Background: an optimization exercise with open tools, aiming at small area, a short achievable clock period and few clock cycles. Do not read the settings as production practice.
In this exercise RTL edits were held to simulation tests only and were not proved equivalent to the original.
Power is estimated from default activity; no workload was simulated.

==> v11 <==
==> flow/design.v (excerpt) <==
module solid_solid_drag_coefficient (
	input  wire logic        clk,
	input  wire logic        arst_n,
	input  wire logic        psel,
	input  wire logic        penable,
	input  wire logic        pwrite,
	input  wire logic [2:0]  paddr,
	input  wire logic [31:0] pwdata,
	output logic      [31:0] prdata,
	output logic             pready,
	input  wire logic        in_valid,
	output logic             in_ready,
	input  wire logic [15:0] alpha_gas,
	input  wire logic [15:0] alpha_first,
	input  wire logic [15:0] alpha_second,
	input  wire logic [15:0] diameter_first,
	input  wire logic [15:0] diameter_second,
	input  wire logic [15:0] density_first,
	input  wire logic [15:0] density_second,
	input  wire logic [15:0] phase_alpha,
	input  wire logic [15:0] phase_diameter,
	input  wire logic        phase_is_solid,
	input  wire logic        last_phase,
	output logic             out_valid,
	input  wire logic        out_ready,
	output logic      [47:0] drag_coeff,
	output logic             saturated
);
export LEC_CHECK = 0
export CAP_MARGIN = 20
export CORE_MARGIN = 2
export CORE_UTILIZATION = 55
export CTS_BUF_LIST = sky130_fd_sc_hd__clkbuf_8 sky130_fd_sc_hd__clkbuf_16
export CTS_CLUSTER_DIAMETER = 45
export CTS_CLUSTER_SIZE = 16
export SETUP_SLACK_MARGIN = 5
export SLEW_MARGIN = 20
create_clock -name core_clock -period 10.0 [get_ports {clk}]
run.sh (not shown) runs the stock make flow with config.mk's settings and CLKGATE_MAP_FILE= SYNTH_SCRIPT=/design/flow/synth_recipe.tcl, a recipe that flattens the netlist after the stock synthesis.
==> v33: changes against v11 <==
--- a/flow/design.v
+++ b/flow/design.v
@@ -544,11 +544,11 @@
 				endcase
 			end
 		end
 	end
 	logic        v1_q, v2_q;
-	logic        f1_q, f2_q;        
+	logic        f1_q;              
 	logic        w1_q, w2_q;        
 	logic [1:0]  a1_q, a2_q;        
 	logic [63:0] x1_q, y1_q;
 	logic [16:0] z1_q;
 	logic [81:0] s2_q, c2_q;
@@ -591,19 +591,18 @@
 		f1_q <= u_first;
 		w1_q <= u_dst;
 		a1_q <= u_waddr;
 		s2_q <= ps;
 		c2_q <= pc;
-		f2_q <= f1_q;
 		w2_q <= w1_q;
 		a2_q <= a1_q;
-		cin_q <= wsum[81:64];
+		cin_q <= f1_q ? 18'd0 : wsum[81:64];
 		if (m_end) dsat_q <= kf_q;
 	end
 	ssdc_mac u_mac (.x(x1_q), .z(z1_q), .y(y1_q), .ps(ps), .pc(pc));
 	logic [81:0] ws, wc;
-	ssdc_csa u_wb (.a(s2_q), .b(c2_q), .c({64'd0, (f2_q ? 18'd0 : cin_q)}), .s(ws), .co(wc));
+	ssdc_csa u_wb (.a(s2_q), .b(c2_q), .c({64'd0, cin_q}), .s(ws), .co(wc));
 	assign wsum = ws + wc;
 	genvar gw;
 	generate
 		for (gw = 0; gw < 4; gw++) begin : g_p
 			always_ff @(posedge clk) begin
CTS_BUF_LIST = default   (was sky130_fd_sc_hd__clkbuf_8 sky130_fd_sc_hd__clkbuf_16)
CTS_CLUSTER_DIAMETER = default   (was 45)
CTS_CLUSTER_SIZE = default   (was 16)
==> summary.md <==
| Metric | Value |
|---|---|
| Status | `timing/DRC/antenna clean` |
| Worst-path cell chain | `ha_1, fa_1, nand2b_1, a21o_1, a2111o_1, nand3_1, nand2_1, o31ai_4, a21oi_2, o211ai_4, a31oi_4, clkbuf_16, or4_1, nand3_1` |
| Tmin final | `4.995 ns` |
| Clock-cell share | `0.06589` |
| Combinational share of power | `0.165` |
| Die W | `424.0 um` |
| Multiplexer share of the synthesized area | `0.02434` |
| Worst EP arrival | `5.71 ns` |
| Wirelength per Cell | `28.06 um` |
| WHS | `0.3376 ns` |
| Design Area, Final | `0.1081 sq mm` |
| Signal buffers | `340` |
(the above is from v11)
==> summary.md <==
| Metric | Value |
|---|---|
| Htree depth | `4` |
| Signal buffers | `359` |
| Tmin final | `4.973 ns` |
| FF+latch count | `1527` |
| Clock-cell share | `0.05323` |
| Status | `timing/DRC/antenna clean` |
| DRC Markers | `0` |
| Combinational share of power | `0.176` |
| Switching Share | `0.2861` |
| Die W | `421.5 um` |
| Wirelength per Cell | `27.45 um` |
| WHS | `0.3243 ns` |
(the above is from v33)
Testbench counts of v11, summed over its fixed seeds: cycles 18,867.
Testbench counts of v33, summed over its fixed seeds: cycles 18,867.

========
==> 09-13 <==
solid_solid_drag_coefficient, a different RTL version from the one above (not shown whole).
Settings: LEC_CHECK=0, CAP_MARGIN=20, CORE_MARGIN=2, CORE_UTILIZATION=55, SETUP_SLACK_MARGIN=5, SLEW_MARGIN=20; clock period 10.0 ns.
==> 03-27 (differences from 09-13) <==
--- a/flow/design.v
+++ b/flow/design.v
@@ -125,42 +125,70 @@
 	input  wire logic [16:0] z,
 	input  wire logic [63:0] y,
 	output logic      [81:0] ps,
 	output logic      [81:0] pc
 );
-	logic [81:0] r [0:17];
-	logic [81:0] l1 [0:11];
-	logic [81:0] l2 [0:7];
-	logic [81:0] l3 [0:5];
-	logic [81:0] l4 [0:3];
-	logic [81:0] l5 [0:2];
+	localparam logic [81:0] CSIGN = 82'h2aaac0000000000000000;
+	logic [18:0] zz;
+	logic [81:0] r [0:10];
+	logic [8:0]  neg;
+	assign zz = {2'b00, z};
 	genvar k;
 	generate
-		for (k = 0; k < 17; k++) begin : g_pp
-			assign r[k] = {18'd0, x & {64{z[k]}}} << k;
+		for (k = 0; k < 9; k++) begin : g_pp
+			logic b2, b1, b0, one, two;
+			logic [64:0] m;
+			logic [65:0] bb;
+			logic [81:0] row;
+			assign b2 = zz[2*k+1];
+			assign b1 = zz[2*k];
+			if (k == 0) begin : g_b0
+				assign b0 = 1'b0;
+			end else begin : g_bk
+				assign b0 = zz[2*k-1];
+			end
+			assign neg[k] = b2 & ~(b1 & b0);
+			assign one = b1 ^ b0;
+			assign two = (b2 & ~b1 & ~b0) | (~b2 & b1 & b0);
+			assign m = ({65{one}} & {1'b0, x}) | ({65{two}} & {x, 1'b0});
+			assign bb = {1'b0, m} ^ {66{neg[k]}};
+			assign row = {15'd0, ~neg[k], bb} << (2 * k);
+			if (k == 0) begin : g_r0
+				assign r[k] = row;
+			end else begin : g_rk
+				assign r[k] = row | ({81'd0, neg[k-1]} << (2 * k - 2));
+			end
 		end
 	endgenerate
-	assign r[17] = {18'd0, y};
+	assign r[9] = {18'd0, y};
+	assign r[10] = CSIGN;
+	logic [81:0] l1 [0:7];
+	logic [81:0] l2 [0:5];
+	logic [81:0] l3 [0:3];
+	logic [81:0] l4 [0:2];
 	generate
-		for (k = 0; k < 6; k++) begin : g_l1
+		for (k = 0; k < 3; k++) begin : g_l1
 			ssdc_csa u (.a(r[3*k]), .b(r[3*k+1]), .c(r[3*k+2]), .s(l1[2*k]), .co(l1[2*k+1]));
 		end
-		for (k = 0; k < 4; k++) begin : g_l2
+	endgenerate
+	assign l1[6] = r[9];
+	assign l1[7] = r[10];
+	generate
+		for (k = 0; k < 2; k++) begin : g_l2
 			ssdc_csa u (.a(l1[3*k]), .b(l1[3*k+1]), .c(l1[3*k+2]), .s(l2[2*k]), .co(l2[2*k+1]));
 		end
+	endgenerate
+	assign l2[4] = l1[6];
+	assign l2[5] = l1[7];
+	generate
 		for (k = 0; k < 2; k++) begin : g_l3
 			ssdc_csa u (.a(l2[3*k]), .b(l2[3*k+1]), .c(l2[3*k+2]), .s(l3[2*k]), .co(l3[2*k+1]));
 		end
-		for (k = 0; k < 2; k++) begin : g_l4
-			ssdc_csa u (.a(l3[3*k]), .b(l3[3*k+1]), .c(l3[3*k+2]), .s(l4[2*k]), .co(l4[2*k+1]));
-		end
 	endgenerate
-	assign l3[4] = l2[6];
-	assign l3[5] = l2[7];
-	ssdc_csa u_l5 (.a(l4[0]), .b(l4[1]), .c(l4[2]), .s(l5[0]), .co(l5[1]));
-	assign l5[2] = l4[3];
-	ssdc_csa u_l6 (.a(l5[0]), .b(l5[1]), .c(l5[2]), .s(ps), .co(pc));
+	ssdc_csa u_l4 (.a(l3[0]), .b(l3[1]), .c(l3[2]), .s(l4[0]), .co(l4[1]));
+	assign l4[2] = l3[3];
+	ssdc_csa u_l5 (.a(l4[0]), .b(l4[1]), .c(l4[2]), .s(ps), .co(pc));
 endmodule
 module ssdc_dec (
 	input  wire logic [4:0] u,
 	output logic            dst,       
 	output logic [1:0]      dbase,
@@ -190,12 +218,12 @@
 			5'd11: begin dst = 1'b1; dbase = 2'd0; len = 2'd1; src = ssdc_pkg::S_T;  sbase = 2'd0; slen = 3'd2; z = ssdc_pkg::Z_FR; end
 			5'd12: begin dst = 1'b0; dbase = 2'd2; len = 2'd1; src = ssdc_pkg::S_T;  sbase = 2'd2; slen = 3'd1; acc = 1'b1; z = ssdc_pkg::Z_ONE; end
 			5'd13: begin dst = 1'b1; dbase = 2'd0; len = 2'd1; src = ssdc_pkg::S_T;  sbase = 2'd0; slen = 3'd2; z = ssdc_pkg::Z_K1; end
 			5'd14: begin dst = 1'b0; dbase = 2'd2; len = 2'd1; src = ssdc_pkg::S_P;  sbase = 2'd2; slen = 3'd2; z = ssdc_pkg::Z_AG; end
 			5'd15: begin dst = 1'b1; dbase = 2'd0; len = 2'd1; src = ssdc_pkg::S_T;  sbase = 2'd0; slen = 3'd2; z = ssdc_pkg::Z_K2; end
-			5'd16: begin dst = 1'b0; dbase = 2'd2; len = 2'd1; src = ssdc_pkg::S_P;  sbase = 2'd2; slen = 3'd2; z = ssdc_pkg::Z_AG; end
-			5'd17: begin dst = 1'b0; dbase = 2'd0; len = 2'd1; src = ssdc_pkg::S_T;  sbase = 2'd0; slen = 3'd2; acc = 1'b1; z = ssdc_pkg::Z_ONE; end
+			5'd16: begin dst = 1'b0; dbase = 2'd0; len = 2'd1; src = ssdc_pkg::S_T;  sbase = 2'd0; slen = 3'd2; acc = 1'b1; z = ssdc_pkg::Z_ONE; end
+			5'd17: begin dst = 1'b1; dbase = 2'd0; len = 2'd1; src = ssdc_pkg::S_P;  sbase = 2'd2; slen = 3'd2; z = ssdc_pkg::Z_AG; end
 			5'd18: begin dst = 1'b0; dbase = 2'd0; len = 2'd2; src = ssdc_pkg::S_P;  sbase = 2'd0; slen = 3'd2; z = ssdc_pkg::Z_E; end
 			5'd19: begin dst = 1'b0; dbase = 2'd0; len = 2'd2; src = ssdc_pkg::S_P;  sbase = 2'd0; slen = 3'd3; z = ssdc_pkg::Z_MEG; end
 			5'd20: begin dst = 1'b0; dbase = 2'd0; len = 2'd2; src = ssdc_pkg::S_P;  sbase = 2'd0; slen = 3'd3; z = ssdc_pkg::Z_A1; end
 			5'd21: begin dst = 1'b0; dbase = 2'd0; len = 2'd2; src = ssdc_pkg::S_P;  sbase = 2'd0; slen = 3'd3; z = ssdc_pkg::Z_A2; end
 			5'd22: begin dst = 1'b0; dbase = 2'd0; len = 2'd3; src = ssdc_pkg::S_P;  sbase = 2'd0; slen = 3'd3; z = ssdc_pkg::Z_R1; end
@@ -341,11 +369,11 @@
 				default: pu_q <= PU_IDLE;
 			endcase
 		end
 	end
 	always_ff @(posedge clk) begin
-		if (accept) begin
+		if (pu_q == PU_IDLE) begin
 			prem_q <= '0;
 			pdq_q <= {phase_alpha, 16'd0};
 			pdv_q <= phase_diameter;
 			ag_f <= alpha_gas;
 			a1_f <= alpha_first;
@@ -361,26 +389,27 @@
 				prem_q <= prn;
 				pdq_q <= {pdq_q[29:0], pqd};
 			end
 		end
 	end
-	localparam logic [1:0] MU_IDLE = 2'd0, MU_RUN = 2'd1, MU_BUB = 2'd2, MU_WDIV = 2'd3;
+	localparam logic [1:0] MU_IDLE = 2'd0, MU_RUN = 2'd1, MU_BUB = 2'd2, MU_PEND = 2'd3;
 	logic [1:0]  mu_q;
 	logic [4:0]  u_q;
 	logic [1:0]  i_q;
 	logic        kf_q;
 	logic [15:0] ag_b, a1_b, a2_b, d1_b, d2_b, r1_b, r2_b;
 	logic [16:0] dsum_b;
 	logic [63:0] p_q [0:3];
 	logic [63:0] t_q [0:2];
-	logic [96:0] dnx_q;         
 	logic        dsat_q;
+	logic        dv_go, pend_ok;
+	logic [1:0]  pend_q;
 	logic        issue;
 	logic        mu_take;
 	logic        div_free, m_end;
 	logic        dv_busy, dv_valid;
-	logic        ml1_q, ml2_q;        
+	logic        ml1_q, ml2_q, ml3_q;   
 	logic [4:0]  u_n;
 	logic [1:0]  i_n;
 	logic        n_dst, n_sh, n_acc;
 	logic [1:0]  n_dbase, n_len, n_sbase;
 	logic [2:0]  n_src, n_slen;
@@ -486,11 +515,13 @@
 	end
 	assign issue = (mu_q == MU_RUN);
 	assign s_done = issue & (u_q == 5'd0) & last_word;
 	assign div_free = ~dv_busy & ~dv_valid;
 	assign m_end = issue & (u_q == 5'd24) & last_word;
-	assign mu_take = (pu_q == PU_FIN) & ((mu_q == MU_IDLE) | m_end);
+	assign pend_ok = (mu_q == MU_PEND) & (pend_q == 2'd0) & div_free;
+	assign dv_go = ml3_q | pend_ok;
+	assign mu_take = (pu_q == PU_FIN) & ((mu_q == MU_IDLE) | (m_end & div_free) | pend_ok);
 	always_ff @(posedge clk or negedge arst_n) begin
 		if (!arst_n) begin
 			mu_q <= MU_IDLE;
 			u_q <= '0;
 			i_q <= '0;
@@ -501,17 +532,16 @@
 				mu_q <= MU_RUN;
 			end else begin
 				unique case (mu_q)
 					MU_RUN: begin
 						if (last_word) begin
-							if (u_q == 5'd17) mu_q <= MU_BUB;
-							else if ((u_q == 5'd23) & ~div_free) mu_q <= MU_WDIV;
-							else if (u_q == 5'd24) mu_q <= MU_IDLE;
+							if (u_q == 5'd15) mu_q <= MU_BUB;
+							else if (u_q == 5'd24) mu_q <= div_free ? MU_IDLE : MU_PEND;
 						end
 					end
 					MU_BUB:  mu_q <= MU_RUN;
-					MU_WDIV: if (div_free) mu_q <= MU_RUN;
+					MU_PEND: if (pend_ok) mu_q <= MU_IDLE;
 					default: mu_q <= MU_IDLE;
 				endcase
 			end
 		end
 	end
@@ -529,15 +559,19 @@
 		if (!arst_n) begin
 			v1_q <= 1'b0;
 			v2_q <= 1'b0;
 			ml1_q <= 1'b0;
 			ml2_q <= 1'b0;
+			ml3_q <= 1'b0;
+			pend_q <= '0;
 		end else begin
 			v1_q <= issue;
 			v2_q <= v1_q;
-			ml1_q <= m_end;
+			ml1_q <= m_end & div_free;
 			ml2_q <= ml1_q;
+			ml3_q <= ml2_q;
+			pend_q <= m_end ? 2'd3 : (pend_q != 2'd0) ? pend_q - 2'd1 : 2'd0;
 		end
 	end
 	always_ff @(posedge clk) begin
 		if (mu_take) begin
 			ag_b <= ag_f;
@@ -561,14 +595,11 @@
 		c2_q <= pc;
 		f2_q <= f1_q;
 		w2_q <= w1_q;
 		a2_q <= a1_q;
 		cin_q <= wsum[81:64];
-		if (issue & (u_q == 5'd18) & u_first) begin
-			dnx_q <= {p_q[3][32:0], p_q[2]};
-			dsat_q <= kf_q;
-		end
+		if (m_end) dsat_q <= kf_q;
 	end
 	ssdc_mac u_mac (.x(x1_q), .z(z1_q), .y(y1_q), .ps(ps), .pc(pc));
 	logic [81:0] ws, wc;
 	ssdc_csa u_wb (.a(s2_q), .b(c2_q), .c({64'd0, (f2_q ? 18'd0 : cin_q)}), .s(ws), .co(wc));
 	assign wsum = ws + wc;
@@ -584,15 +615,15 @@
 				if (v2_q & w2_q & (a2_q == gw)) t_q[gw] <= wsum[63:0];
 			end
 		end
 	endgenerate
 	logic [255:0] mv;
-	assign mv = {wsum[63:0], p_q[2], p_q[1], p_q[0]};
+	assign mv = {p_q[3], p_q[2], p_q[1], p_q[0]};
 	ssdc_unit u_div (
-		.clk(clk), .arst_n(arst_n), .start(ml2_q),
+		.clk(clk), .arst_n(arst_n), .start(dv_go),
 		.r0(mv[218:123]), .l0(mv[122:74]), .sat0(dsat_q | (|mv[255:219])),
-		.dvs_in(dnx_q), .out_ready(out_ready),
+		.dvs_in({t_q[1][32:0], t_q[0]}), .out_ready(out_ready),
 		.busy(dv_busy), .out_valid(dv_valid), .drag(drag_coeff), .sat(saturated)
 	);
 	assign out_valid = dv_valid;
 endmodule
 `default_nettype wire
--- a/flow/config.mk
+++ b/flow/config.mk
@@ -5,8 +5,8 @@
 export SDC_FILE = /design/flow/constraint.sdc
 export NUM_CORES = 4
 export LEC_CHECK = 0
 export CAP_MARGIN = 20
 export CORE_MARGIN = 2
-export CORE_UTILIZATION = 55
+export CORE_UTILIZATION = 65
 export SETUP_SLACK_MARGIN = 5
 export SLEW_MARGIN = 20
==> summary of the runs <==
- Cell count: 09-13 is higher than 03-27 (15%).
- Against 03-27, the sequential share of layout area of 09-13 is lower by 1.7 points.
- Between 03-27 and 09-13, the lower count of clock-buffer cells in the layout is in 03-27 (gap 40).
- Core utilization: 09-13 is lower than 03-27 (10 points).
Testbench counts of 09-13, summed over its fixed seeds: cycles 19,370.
Testbench counts of 03-27, summed over its fixed seeds: cycles 18,867.

-- re-timing with driven ports --
How much do the figures lean on ideal ports? The routed layouts below were timed once more, with nothing changed but the port constraints.
Step 1, drivers: a clkbuf_16 drives clk and a buf_2 each remaining input, both assumed.
Step 2 adds t to the input delays and takes it off the output delays; t is the mean of the earliest and latest rising clock arrival at the registers after step 1. Input paths then give back, and output paths get back, about the clock's delay inside the block.
Three values: ideal ports, drivers, drivers and shift; two values: the first two.
| run | t (ns) | setup slack, ns | worst setup path after step 2 |
|---|---|---|---|
| v11 | 0.923 | 5.005 / 5.005 / 5.005 | register to register |
| v33 | 0.915 | 5.027 / 5.027 / 5.027 | register to register |
| 09-13 | 0.919 | 4.663 / 4.663 / 4.607 | input to register |
| 03-27 | 0.887 | 4.936 / 4.936 / 4.936 | register to register |
After both steps every run listed still meets setup and hold. For 09-13, which loses most, drivers alone change the setup slack by 0.000 ns; drivers and shift together by -0.056 ns.
